Source: an optimization exercise on an open RTL-to-GDS flow (aim: small area, a short achievable clock period and few clock cycles per item). Production flows keep margins and buffers that such runs may drop. RTL that was checked went through simulation tests only; none was proved equivalent to the original. No activity file was given, so power comes from the tool's default toggle rates.

Setup of rev 12:
==> flow/design.v (excerpt) <==
module branch_detect_top (
  input  logic                 w_BranchFifoFire_1,
  input  logic                 rstn,
  input  logic                 i_pkt_valid,
  input  logic [511:0]         i_pkt_inst,
  input  logic [31:0]          i_pkt_pc,
  output logic                 o_pkt_ready,
  output logic                 o_grf_req,
  output logic [4:0]           o_grf_rs1,
  output logic [4:0]           o_grf_rs2,
  input  logic                 i_grf_valid,
  input  logic [31:0]          i_grf_l,
  input  logic [31:0]          i_grf_r,
  output logic                 o_byp_req,
  output logic [3:0]           o_byp_dep_l,
  output logic [3:0]           o_byp_dep_r,
  input  logic                 i_byp_valid,
  input  logic [31:0]          i_byp_l,
  input  logic [31:0]          i_byp_r,
  output logic                 o_issue_valid,
  output logic [511:0]         o_issue_inst,
  output logic [15:0]          o_issue_mask,
  output logic                 o_redirect_valid,
  output logic [31:0]          o_redirect_pc,
  input  logic                 i_issue_ready
);
  logic [511:0] pkt_q;
  logic [31:0]  pc_q;
  logic         busy_q;      
  logic [15:0]  cur_oh_q;    
  logic [15:0]  lo_th_q;     
  logic         req_q;       
  logic         gp_q, bp_q;  
  logic         sl_q, sr_q;  
  logic [1:0]   cond_q;
  logic [31:0]  h_q;         
  logic         rv_q, tk_q;  
  logic         tail_q;      
  logic [9:0]   s_q;         
  logic [29:0]  tgt_q;       
  logic         ov_q;
  logic [15:0]  omask_q;
  ...
Size in the first run: ~2500 cells after synthesis, ~680 flip-flops, roughly 1300 I/O pins.
clock: 5.5 ns
lec_check: 0
cap_margin: 20
core_area: 10 10 450 450
die_area: 0 0 460 460
slew_margin: 20
standard.sh (not shown) runs the stock make flow with config.mk's settings and CLKGATE_MAP_FILE= SYNTH_SCRIPT=/design/flow/synth_recipe.tcl, a recipe that flattens the netlist after the stock synthesis.
==> flow/flow/run.sh <==
#!/bin/bash
set -euo pipefail
cd "$(dirname "${BASH_SOURCE[0]}")/.."
export BUFFER_PORTS_ARGS="-buffer_cell sky130_fd_sc_hd__buf_1"
bash standard.sh > standard_flow.log 2>&1
Looking at the reports, rev 12 completed the entire flow and the layout it produced met the timing, design-rule and antenna checks.
--- input diff rev 12..rev 13 ---
==> flow/run.sh (new file) <==
#!/bin/bash
# synth_recipe.tcl (not shown) runs the flow's synth.tcl, then flattens the netlist and writes it again
# the make line also repeats each setting of config.mk as NAME=value (left out here)
make -C /OpenROAD-flow-scripts/flow DESIGN_CONFIG=/design/flow/config.mk WORK_HOME=/design/flow/orfs CLKGATE_MAP_FILE= SYNTH_SCRIPT=/design/flow/synth_recipe.tcl finish
removed: flow/flow/run.sh
removed: flow/standard.sh
Notes after the runs:
Rev 13 vs rev 12 — worst setup slack after placement rose 0.018 ns.
Looking at wire length across rev 12 and rev 13, the one that comes out higher is rev 13.
Going from rev 12 to rev 13, placement-stage cell area went up 19%, fraction of final layout cells sized beyond drive strength 1 up 0.15 points, number of violations reported at the end of detailed-routing iteration 0 -16%, cell-internal power shows an increase of 14%.
Across both runs, critical path depth was higher for rev 13 than for rev 12.
In the flow results for rev 12 and rev 13, the number of antenna violations at the first check in global routing is larger on rev 13.
Function was not checked in any run of this note: the RTL went through the layout flow alone.


Setup of willow:
branch_detect_top, a different RTL version from the one above (not shown whole).
Size in the first run: about 1300 I/O pins.
clock: 5.5 ns
lec_check: 0
cap_margin: 20
core_area: 10 10 450 450
die_area: 0 0 460 460
setup_slack_margin: 2.0
slew_margin: 20
==> flow/flow/run.sh <==
#!/bin/bash
set -euo pipefail
cd "$(dirname "${BASH_SOURCE[0]}")/.."
export BUFFER_PORTS_ARGS="-buffer_cell sky130_fd_sc_hd__buf_1"
export CTS_ARGS="-sink_clustering_enable -repair_clock_nets -dont_use_dummy_load -buf_list sky130_fd_sc_hd__clkbuf_8"
bash standard.sh > standard_flow.log 2>&1
Testbench counts of willow, summed over its fixed seeds: cycles 24,708, packets 2,400.
For onyx, these inputs were changed with respect to willow:
Settings: SETUP_SLACK_MARGIN changed from 2.0 to 2.5.
[summary]
onyx has completed all stages; timing, DRC and antenna checks passed.
Diff willow and onyx: overall routing resource usage higher in onyx
Going from willow to onyx, final routed wire length divided by cell count grew by 6.0%; net switching power went up; number of vias per cell after detailed routing now larger; multi-input combinational gate total held.
Delta (onyx minus willow): worst vdd rail ir drop rose 0.016 mV; area added between synthesis and finish picked up an extra 22 points; worst setup slack up 0.032 ns.
Inputs modified between onyx and indigo:
Settings: changing SETUP_SLACK_MARGIN from 2.5 to 3.0.
- Taking onyx as the reference, in indigo worst setup slack after layout went up, worst hold slack went down.
- Going from onyx to indigo, first-pass GRT wire length +about 0.5%, net count reported at finish +135, portion of total power attributed to the clock network -0.9 points, aggregate routed wire length +0.93%.
- Delta(fraction of power consumed by sequential logic, indigo - onyx) < 0
- Status: number of multi-input combinational cells in the layout parity (indigo, onyx)
## Diff of input files: amber against indigo
Settings: SETUP_SLACK_MARGIN changed from 3.0 to 1.5.
--- outcome ---
- Status | indigo and amber | clean
- Compare indigo and amber | sequential share of layout area lower: indigo
- Side by side, clock network fraction of total power turned out higher in amber than in indigo.
- Per the comparison of amber with indigo, via count of the first global-routing pass fell 2211; proportion of total power due to net switching now larger.


== tundra ==
branch_detect_top with an RTL version that a note above also has.
Size: roughly 1300 I/O pins, about 32000 um^2 of cells after synthesis.
Settings: LEC_CHECK=0, CAP_MARGIN=20, CORE_AREA=10 10 450 450, DIE_AREA=0 0 460 460, SETUP_SLACK_MARGIN=2.5, SLEW_MARGIN=20; clock period 5.5 ns.
==> flow/flow/run.sh <==
#!/bin/bash
set -euo pipefail
cd "$(dirname "${BASH_SOURCE[0]}")/.."
export BUFFER_PORTS_ARGS="-buffer_cell sky130_fd_sc_hd__buf_1"
bash standard.sh > standard_flow.log 2>&1
tundra: done, clean on timing, DRC and antenna
Changes in juniper relative to tundra:
--- a/flow/config.mk
+++ b/flow/config.mk
@@ -9,4 +9,4 @@
 export CORE_AREA = 10 10 450 450
 export DIE_AREA = 0 0 460 460
-export SETUP_SLACK_MARGIN = 2.5
+export SETUP_SLACK_MARGIN = 1.5
 export SLEW_MARGIN = 20
[summary]
juniper vs tundra on fraction of power consumed by combinational cells: juniper is the lower one.
Of juniper and tundra, it is juniper that has the higher minimum clock period after layout.
Summary of juniper over tundra: non-clock buffer count decreased by 150 relative to the old numbers; overall routed net length decreased by 2.2% relative to the old numbers; part of the total power dissipated in the clock network increased by 2.0 points relative to the old numbers; share of the final layout cell area in multi-input gates increased by 0.48 points relative to the old numbers.
Function was not checked in any run of this note: the RTL went through the layout flow alone.


Another version of the RTL of branch_detect_top (not shown whole).
Size: roughly 2900 cells after synthesis.
Settings: LEC_CHECK=0, CAP_MARGIN=20, CORE_AREA=10 10 450 450, DIE_AREA=0 0 460 460, SETUP_SLACK_MARGIN=1.5, SLEW_MARGIN=20; clock period 5.5 ns.
==> flow/flow/run.sh <==
#!/bin/bash
set -euo pipefail
cd "$(dirname "${BASH_SOURCE[0]}")/.."
export BUFFER_PORTS_ARGS="-buffer_cell sky130_fd_sc_hd__buf_1"
export CTS_ARGS="-sink_clustering_enable -repair_clock_nets -dont_use_dummy_load -buf_list sky130_fd_sc_hd__clkbuf_8"
bash standard.sh > standard_flow.log 2>&1
The first run finished with timing, DRC and antenna clean.
==> next run, changes <==
==> flow/flow/run.sh (replaced) <==
#!/bin/bash
set -euo pipefail
cd "$(dirname "${BASH_SOURCE[0]}")/.."
export BUFFER_PORTS_ARGS="-buffer_cell sky130_fd_sc_hd__buf_1"
bash standard.sh > standard_flow.log 2>&1
Settings changed: SETUP_SLACK_MARGIN 1.5 to 2.5.
Result:
- power is higher by 22%
- final cell count is higher by 3.7%
- worst hold slack gains 120 ps
- die area is unchanged
- setup slack gains 250 ps
- fmax is higher by about 7%
- final area is higher by 13%
- clock skew is lower by 52 ps
No functional check of the RTL was part of any run of this note.


== build 61 ==
Another version of the RTL of branch_detect_top (not shown whole).
Size in the first run: about 3000 cells after synthesis, roughly 720 flip-flops, about 1300 I/O pins.
==> flow/config.mk <==
export PLATFORM = sky130hd
export DESIGN_NAME = branch_detect_top
export DESIGN_NICKNAME = branch_detect_top
export VERILOG_FILES = /design/flow/design.v
export SDC_FILE = /design/flow/constraint.sdc
export NUM_CORES = 4
export LEC_CHECK = 0
export CAP_MARGIN = 20
export CORE_AREA = 10 10 450 450
export DIE_AREA = 0 0 460 460
export SETUP_SLACK_MARGIN = 2.3
export SLEW_MARGIN = 20
==> flow/constraint.sdc <==
create_clock -name core_clock -period 5.5 [get_ports {w_BranchFifoFire_1}]
set_input_delay 1.1000 -clock core_clock [delete_from_list [all_inputs] [get_ports {w_BranchFifoFire_1}]]
set_output_delay 1.1000 -clock core_clock [all_outputs]
set_load 0.01 [all_outputs]
==> flow/flow/run.sh <==
#!/bin/bash
set -euo pipefail
cd "$(dirname "${BASH_SOURCE[0]}")/.."
export BUFFER_PORTS_ARGS="-buffer_cell sky130_fd_sc_hd__buf_1"
export CTS_ARGS="-sink_clustering_enable -repair_clock_nets -dont_use_dummy_load -buf_list sky130_fd_sc_hd__clkbuf_8 -sink_clustering_size 12 -sink_clustering_max_diameter 60"
bash standard.sh > standard_flow.log 2>&1
Testbench counts of build 61, summed over its fixed seeds: cycles 24,708, packets 2,400.
> inputs changed (build 61 -> build 50)
--- a/flow/config.mk
+++ b/flow/config.mk
@@ -9,4 +9,4 @@
 export CORE_AREA = 10 10 450 450
 export DIE_AREA = 0 0 460 460
-export SETUP_SLACK_MARGIN = 2.3
+export SETUP_SLACK_MARGIN = 2.0
 export SLEW_MARGIN = 20
Notes after the runs:
Comparing build 61 with build 50, the final-layout clock-cell area share came out essentially unchanged.
NOTE: cell area after layout in build 50 falls short of that of build 61
NOTE: critical path depth in build 50 falls short of that of build 61
The hold slack of build 50 was superior to that of build 61.
The final reports for build 50 and build 61 show clock network power share higher in the former.
Setup changes, build 50 to build 23
==> flow/flow/run.sh <==
#!/bin/bash
set -euo pipefail
cd "$(dirname "${BASH_SOURCE[0]}")/.."
export BUFFER_PORTS_ARGS="-buffer_cell sky130_fd_sc_hd__buf_1"
export CTS_ARGS="-sink_clustering_enable -repair_clock_nets -dont_use_dummy_load -buf_list sky130_fd_sc_hd__clkbuf_8"
bash standard.sh > standard_flow.log 2>&1
--- a/flow/config.mk
+++ b/flow/config.mk
@@ -9,4 +9,4 @@
 export CORE_AREA = 10 10 450 450
 export DIE_AREA = 0 0 460 460
-export SETUP_SLACK_MARGIN = 2.0
+export SETUP_SLACK_MARGIN = 2.3
 export SLEW_MARGIN = 20
Notes after the runs:
Taking build 50 as the reference point, the switching power summed over all nets of build 23 rises by 480 µW.
Going from build 50 to build 23, total power grows by about 8%.
In the reports for build 50 and build 23, the smaller area of the multi-input gates belongs to build 50.
> inputs changed (build 23 -> build 74)
==> flow/flow/run.sh <==
#!/bin/bash
set -euo pipefail
cd "$(dirname "${BASH_SOURCE[0]}")/.."
export BUFFER_PORTS_ARGS="-buffer_cell sky130_fd_sc_hd__buf_1"
export CTS_ARGS="-sink_clustering_enable -repair_clock_nets -dont_use_dummy_load -buf_list sky130_fd_sc_hd__clkbuf_8 -sink_clustering_size 12 -sink_clustering_max_diameter 60"
bash standard.sh > standard_flow.log 2>&1
--- a/flow/config.mk
+++ b/flow/config.mk
@@ -9,4 +9,5 @@
 export CORE_AREA = 10 10 450 450
 export DIE_AREA = 0 0 460 460
-export SETUP_SLACK_MARGIN = 2.3
+export PLACE_DENSITY = 0.8
+export SETUP_SLACK_MARGIN = 2.2
 export SLEW_MARGIN = 20
### Flow results
Side by side, slew at the pin closest to its max-slew limit turned out higher in build 74 than in build 23.
Compared with build 23, in build 74 critical path depth dropped 6; share of the core filled with cells in the final layout dropped 0.68 points; post-route total power dropped 1.2 mW; slack of the critical path dropped 0.20 ns; met2 track demand over resource in global routing climbed 0.35 points.
On routed wire length, build 23 beats build 74.
Between build 23 and build 74, clock slew seen by the registers of the worst setup and hold paths is lower for build 23, build 74 comes in above that.
Relative to build 74, the following input files were edited for build 58:
--- a/flow/config.mk
+++ b/flow/config.mk
@@ -9,5 +9,5 @@
 export CORE_AREA = 10 10 450 450
 export DIE_AREA = 0 0 460 460
-export PLACE_DENSITY = 0.8
+export PLACE_DENSITY = 0.7
 export SETUP_SLACK_MARGIN = 2.2
 export SLEW_MARGIN = 20
- Comparing build 58 against build 74, there is no change at all in count of sequential standard cells.
- Build 58 ended up with flop to flop as its critical path class; build 74 ended up with primary input to flop.
- Build 58 -> build 74: count of inverters not on the clock network in the layout delta 0, exact match
- | non-clock buffer contribution to total cell area | build 58 vs build 74 | 0.30 points lower |
- Comparing build 74 with build 58, the clock network area share came out essentially unchanged.
- Diff build 74 -> build 58: power share of the combinational group increased 0.3 points, transition at the pin with the smallest max-transition slack decreased 0.060 ns, post-DP HPWL decreased 3.3%, number of buffers inserted by post-CTS setup repair decreased 17%.
Edits applied to the flow inputs when going from build 58 to build 98:
--- a/flow/config.mk
+++ b/flow/config.mk
@@ -9,5 +9,4 @@
 export CORE_AREA = 10 10 450 450
 export DIE_AREA = 0 0 460 460
-export PLACE_DENSITY = 0.7
-export SETUP_SLACK_MARGIN = 2.2
+export SETUP_SLACK_MARGIN = 2.4
 export SLEW_MARGIN = 20
## What came out
Comparing build 98 and build 58, the higher maximum cell stage delay along the critical path was measured on build 98. Cell area (build 98 vs. build 58) increases by a little under 10%. In build 98 the via count turned out 316 higher than in build 58. Clock buffer instance count of the final layout is lower on build 98. Total routed wirelength: build 98 worse than build 58.

==> afterwards: timing with drivers on the ports <==
The flow's constraints put no driver on any port. The routed layouts listed below were extracted and timed again, unchanged, in two steps. Step 1 (the two cells are an assumption about what drives the block):
set clk [get_ports {w_BranchFifoFire_1}]
set_driving_cell -lib_cell sky130_fd_sc_hd__clkbuf_16 $clk
set_driving_cell -lib_cell sky130_fd_sc_hd__buf_2 [delete_from_list [all_inputs] $clk]
Step 2, shift: input delay + t, output delay - t, t = (earliest + latest rising clock arrival at the registers) / 2. This alone moves slack from input paths to output paths. Three values: ideal ports, drivers, drivers and shift; two values: the first two.
run | t, ns | setup slack, ns | hold slack, ns | pins driven straight from the clock port
rev 12 | 0.804 | 0.809 / 0.718 / 0.931 | 0.369 / 0.341 / 0.449 | 1
rev 13 | 0.787 | 0.149 / 0.069 / 0.768 | 0.454 / 0.454 / 0.454 | 1
willow | 0.911 | 1.922 / 1.922 / 1.197 | 0.227 / 0.243 / 0.442 | 1
onyx | 0.928 | 1.954 / 1.954 / 1.356 | 0.358 / 0.323 / 0.448 | 1
indigo | 0.948 | 2.032 / 2.032 / 1.477 | 0.262 / 0.286 / 0.443 | 1
amber | 0.889 | 1.540 / 1.540 / 1.030 | 0.411 / 0.368 / 0.427 | 1
tundra | 0.803 | 1.378 / 1.297 / 1.596 | 0.363 / 0.379 / 0.447 | 1
juniper | 0.778 | 1.365 / 1.286 / 1.383 | 0.295 / 0.343 / 0.450 | 1
the first run of note 4 | 0.926 | 1.502 / 1.553 / 0.626 | 0.271 / 0.254 / 0.435 | 1
the second run of note 4 | 0.795 | 1.755 / 1.804 / 1.009 | 0.393 / 0.368 / 0.441 | 1
build 61 | 0.929 | 2.239 / 2.258 / 1.365 | 0.362 / 0.317 / 0.415 | 1
build 50 | 0.910 | 2.085 / 1.998 / 1.215 | 0.375 / 0.323 / 0.461 | 1
build 23 | 0.933 | 2.253 / 2.253 / 1.410 | 0.361 / 0.308 / 0.449 | 1
build 74 | 0.896 | 2.049 / 2.096 / 1.200 | 0.262 / 0.278 / 0.418 | 1
build 58 | 0.886 | 2.251 / 2.219 / 1.515 | 0.342 / 0.340 / 0.445 | 1
build 98 | 0.914 | 2.397 / 2.348 / 1.520 | 0.391 / 0.344 / 0.448 | 1
After both steps every run listed still meets setup and hold. For build 98, which loses most, drivers alone change the setup slack by -0.049 ns; drivers and shift together by -0.877 ns.
